What follows belongs to an exercise in optimizing a design on an open flow for small area, a short achievable clock period and few clock cycles per item; a production flow would make more cautious choices.
Only simulation tests tie the RTL to the original design; equivalence was not proved.

Design polygon_bounds_and_area, start of the top module:
module polygon_bounds_and_area
#(
    parameter int MAX_VERTICES = 4096,
    parameter int COORD_BITS   = 24
)
(
    input  logic         clk,
    input  logic         rst_n,
    input  logic [48:0]  in_data,
    input  logic         in_valid,
    output logic         in_ready,
    output logic [173:0] out_data,
    output logic         out_valid,
    input  logic         out_ready
);
For scale: ~530 flip-flops, about 230 I/O pins, roughly 48,000 um^2 of cells after synthesis.
==> module polygon_bounds_and_area, before the edit <==
module polygon_bounds_and_area
#(
    parameter int MAX_VERTICES = 4096,
    parameter int COORD_BITS   = 24
)
(
    input  logic         clk,
    input  logic         rst_n,
    input  logic [48:0]  in_data,
    input  logic         in_valid,
    output logic         in_ready,
    output logic [173:0] out_data,
    output logic         out_valid,
    input  logic         out_ready
);
    localparam int W = COORD_BITS;
    localparam logic [12:0] COUNT_MAX = 13'(MAX_VERTICES);
    logic signed [W-1:0] in_x;
    logic signed [W-1:0] in_y;
    logic                in_last;
    logic                skid_valid_reg;
    logic [48:0]         skid_data_reg;
    logic [48:0]         vtx;
    logic                vtx_valid;
    assign vtx       = skid_valid_reg ? skid_data_reg : in_data;
    assign vtx_valid = skid_valid_reg || (in_valid && in_ready);
    assign in_x    = vtx[48:25];
    assign in_y    = vtx[24:1];
    assign in_last = vtx[0];
    logic [1:0]          st_reg;         
    logic                pend_reg;       
    logic [1:0]          pend_n_reg;     
    logic                hold_reg;       
    logic signed [W-1:0] first_x_reg;
    logic signed [W-1:0] first_y_reg;
    logic signed [W-1:0] prev_x_reg;
    logic signed [W-1:0] prev_y_reg;
    logic                m1_valid_reg;
    logic                m1_close_reg;   
    logic                m1_fresh_reg;   
    logic [W:0]          m1_a_reg;
    logic [W:0]          m1_b_reg;
    logic                m2_valid_reg;
    logic                m2_close_reg;
    logic                m2_fresh_reg;
    logic [49:0]         m2_r0_reg;
    logic [49:0]         m2_r1_reg;
    logic                m2_hi50_reg;
    logic                m2_hi51_reg;
    logic signed [W-1:0] m2_x_reg;
    logic signed [W-1:0] m2_y_reg;
    logic [63:0]         acc_reg;
    logic                dir_reg;        
    logic                ovf_reg;
    logic signed [W-1:0] min_x_reg;
    logic signed [W-1:0] min_y_reg;
    logic signed [W-1:0] max_x_reg;
    logic signed [W-1:0] max_y_reg;
    logic [12:0]         cnt_reg;
    logic                out_valid_reg;
    logic                stall;
    logic                take;
    logic                issue_term;
    logic signed [W-1:0] op_x;
    logic signed [W-1:0] op_y;
    logic [49:0]         mul_r0;
    logic [49:0]         mul_r1;
    logic                mul_hi50;
    logic                mul_hi51;
    logic                proc;
    logic [63:0]         base;
    logic                base_ovf;
    logic [64:0]         mac_sum;
    logic                sat_hit;
    logic [63:0]         area_out;
    logic signed [W-1:0] bx_lo;
    logic signed [W-1:0] bx_hi;
    logic signed [W-1:0] by_lo;
    logic signed [W-1:0] by_hi;
    assign stall    = out_valid_reg && !out_ready;
    assign in_ready = !skid_valid_reg && !(pend_reg && pend_n_reg != 2'd3) && !hold_reg;
    assign take     = vtx_valid && !stall;
    always_ff @(posedge clk or negedge rst_n)
    begin
        if (!rst_n)
        begin
            skid_valid_reg <= 1'b0;
        end
        else if (stall)
        begin
            skid_valid_reg <= vtx_valid;
        end
        else
        begin
            skid_valid_reg <= 1'b0;
        end
    end
    always_ff @(posedge clk)
    begin
        if (stall && !skid_valid_reg)
        begin
            skid_data_reg <= in_data;
        end
    end
    assign issue_term = take && (st_reg != 2'd0);
    assign op_x       = pend_reg ? first_x_reg : in_x;
    assign op_y       = pend_reg ? first_y_reg : in_y;
    always_ff @(posedge clk or negedge rst_n)
    begin
        if (!rst_n)
        begin
            st_reg       <= 2'd0;
            pend_reg     <= 1'b0;
            hold_reg     <= 1'b0;
            m1_valid_reg <= 1'b0;
            m2_valid_reg <= 1'b0;
        end
        else if (!stall)
        begin
            if (take)
            begin
                st_reg <= in_last ? 2'd0 : ((st_reg == 2'd0) ? 2'd1 : 2'd2);
            end
            pend_reg     <= take && in_last;
            hold_reg     <= pend_reg && (pend_n_reg == 2'd1);
            m1_valid_reg <= pend_reg || issue_term;
            m2_valid_reg <= m1_valid_reg;
        end
    end
    always_ff @(posedge clk)
    begin
        if (!stall)
        begin
            m1_a_reg     <= {op_y[W-1], op_y} + {prev_y_reg[W-1], prev_y_reg};
            m1_b_reg     <= {op_x[W-1], op_x} - {prev_x_reg[W-1], prev_x_reg};
            m1_close_reg <= pend_reg;
            m1_fresh_reg <= pend_reg ? (pend_n_reg == 2'd1) : (st_reg == 2'd1);
        end
        if (take)
        begin
            prev_x_reg <= in_x;
            prev_y_reg <= in_y;
            if (in_last)
            begin
                pend_n_reg <= st_reg + 2'd1;
            end
            if (st_reg == 2'd0)
            begin
                first_x_reg <= in_x;
                first_y_reg <= in_y;
            end
        end
    end
    pba_mul u_mul (
        .a    (m1_a_reg),
        .b    (m1_b_reg),
        .r0   (mul_r0),
        .r1   (mul_r1),
        .hi50 (mul_hi50),
        .hi51 (mul_hi51)
    );
    always_ff @(posedge clk)
    begin
        if (!stall)
        begin
            m2_close_reg <= m1_close_reg;
            m2_fresh_reg <= m1_fresh_reg;
            m2_r0_reg    <= mul_r0;
            m2_r1_reg    <= mul_r1;
            m2_hi50_reg  <= mul_hi50;
            m2_hi51_reg  <= mul_hi51;
            m2_x_reg     <= prev_x_reg;
            m2_y_reg     <= prev_y_reg;
        end
    end
    assign proc     = m2_valid_reg && !stall;
    assign base     = m2_fresh_reg ? 64'd0 : acc_reg;
    assign base_ovf = !m2_fresh_reg && ovf_reg;
    pba_acc u_acc (
        .base (base),
        .r0   (m2_r0_reg),
        .r1   (m2_r1_reg),
        .hi50 (m2_hi50_reg),
        .hi51 (m2_hi51_reg),
        .s    (mac_sum)
    );
    assign sat_hit  = mac_sum[64] != mac_sum[63];
    always_comb
    begin
        bx_lo = m2_fresh_reg ? first_x_reg : min_x_reg;
        bx_hi = m2_fresh_reg ? first_x_reg : max_x_reg;
        by_lo = m2_fresh_reg ? first_y_reg : min_y_reg;
        by_hi = m2_fresh_reg ? first_y_reg : max_y_reg;
    end
    always_ff @(posedge clk or negedge rst_n)
    begin
        if (!rst_n)
        begin
            out_valid_reg <= 1'b0;
        end
        else
        begin
            out_valid_reg <= (proc && m2_close_reg) || stall;
        end
    end
    always_ff @(posedge clk)
    begin
        if (proc)
        begin
            if (!base_ovf)
            begin
                acc_reg <= mac_sum[63:0];
                dir_reg <= mac_sum[64];
            end
            ovf_reg <= base_ovf || sat_hit;
            if (!m2_close_reg || m2_fresh_reg)
            begin
                min_x_reg <= (m2_x_reg < bx_lo) ? m2_x_reg : bx_lo;
                max_x_reg <= (m2_x_reg > bx_hi) ? m2_x_reg : bx_hi;
                min_y_reg <= (m2_y_reg < by_lo) ? m2_y_reg : by_lo;
                max_y_reg <= (m2_y_reg > by_hi) ? m2_y_reg : by_hi;
            end
            if (m2_fresh_reg)
            begin
                cnt_reg <= m2_close_reg ? 13'd1 : 13'd2;
            end
            else if (!m2_close_reg && cnt_reg != COUNT_MAX)
            begin
                cnt_reg <= cnt_reg + 13'd1;
            end
        end
    end
    assign out_valid = out_valid_reg;
    assign area_out  = ovf_reg ? {dir_reg, {63{!dir_reg}}} : acc_reg;
    assign out_data  = {area_out, min_x_reg, min_y_reg, max_x_reg, max_y_reg, cnt_reg, ovf_reg};
endmodule
export LEC_CHECK = 0
export ABC_CLOCK_PERIOD_IN_PS = 5000
export CAP_MARGIN = 20
export CORE_MARGIN = 2
export CORE_UTILIZATION = 40
export SETUP_SLACK_MARGIN = 5.0
export SLEW_MARGIN = 20
create_clock -name core_clock -period 10.0 [get_ports {clk}]
run.sh (not shown) runs the stock make flow with config.mk's settings and CLKGATE_MAP_FILE= SYNTH_SCRIPT=/design/flow/synth_recipe.tcl, a recipe that flattens the netlist after the stock synthesis.
The baseline finished with timing, DRC and antenna clean.
Testbench counts at the start, summed over its fixed seeds: cycles 24,380, vertices 24,070.
==> next run, changes <==
--- a/flow/design.v
+++ b/flow/design.v
@@ -2696,19 +2696,13 @@
     localparam int W = COORD_BITS;
     localparam logic [12:0] COUNT_MAX = 13'(MAX_VERTICES);
     logic signed [W-1:0] in_x;
     logic signed [W-1:0] in_y;
     logic                in_last;
-    logic                skid_valid_reg;
-    logic [48:0]         skid_data_reg;
-    logic [48:0]         vtx;
-    logic                vtx_valid;
-    assign vtx       = skid_valid_reg ? skid_data_reg : in_data;
-    assign vtx_valid = skid_valid_reg || (in_valid && in_ready);
-    assign in_x    = vtx[48:25];
-    assign in_y    = vtx[24:1];
-    assign in_last = vtx[0];
+    assign in_x    = in_data[48:25];
+    assign in_y    = in_data[24:1];
+    assign in_last = in_data[0];
     logic [1:0]          st_reg;         
     logic                pend_reg;       
     logic [1:0]          pend_n_reg;     
     logic                hold_reg;       
     logic signed [W-1:0] first_x_reg;
@@ -2756,34 +2750,12 @@
     logic signed [W-1:0] bx_lo;
     logic signed [W-1:0] bx_hi;
     logic signed [W-1:0] by_lo;
     logic signed [W-1:0] by_hi;
     assign stall    = out_valid_reg && !out_ready;
-    assign in_ready = !skid_valid_reg && !(pend_reg && pend_n_reg != 2'd3) && !hold_reg;
-    assign take     = vtx_valid && !stall;
-    always_ff @(posedge clk or negedge rst_n)
-    begin
-        if (!rst_n)
-        begin
-            skid_valid_reg <= 1'b0;
-        end
-        else if (stall)
-        begin
-            skid_valid_reg <= vtx_valid;
-        end
-        else
-        begin
-            skid_valid_reg <= 1'b0;
-        end
-    end
-    always_ff @(posedge clk)
-    begin
-        if (stall && !skid_valid_reg)
-        begin
-            skid_data_reg <= in_data;
-        end
-    end
+    assign in_ready = !stall && !(pend_reg && pend_n_reg != 2'd3) && !hold_reg;
+    assign take     = in_valid && in_ready;
     assign issue_term = take && (st_reg != 2'd0);
     assign op_x       = pend_reg ? first_x_reg : in_x;
     assign op_y       = pend_reg ? first_y_reg : in_y;
     always_ff @(posedge clk or negedge rst_n)
     begin
After rerunning: The new run finished clean; clock skew shrinks by 4.6 ps; fmax grows by a few percent; clock-buffer cell count shrinks by 9; sequential share of layout area shrinks by 1.3 points; final cell count shrinks by a few percent; final area shrinks by a few percent; register-to-register slack improved by 210 ps.
Testbench counts after the change, summed over its fixed seeds: cycles 24,380, vertices 24,070.

## afterwards: timing with drivers on the ports
The flow's constraints put no driver on any port. The routed layouts listed below were extracted and timed again, unchanged, in two steps.
Step 1 assumes that a clkbuf_16 drives the clock port and a buf_2 every other input.
Step 2, shift: input delay + t, output delay - t, t = (earliest + latest rising clock arrival at the registers) / 2. This alone moves slack from input paths to output paths.
Three values: ideal ports, drivers, drivers and shift; two values: the first two.
run | t, ns | slack for setup (ns) | latest minus earliest clock arrival (ns)
the first run | 0.710 | 4.918 / 4.918 / 4.435 | 0.038 / 0.039
the second run | 0.727 | 5.048 / 5.024 / 4.528 | 0.034 / 0.034
After both steps every run listed still meets setup and hold. The setup slack of the second run, which loses most, moves by -0.024 ns with the drivers and by -0.520 ns with both steps.
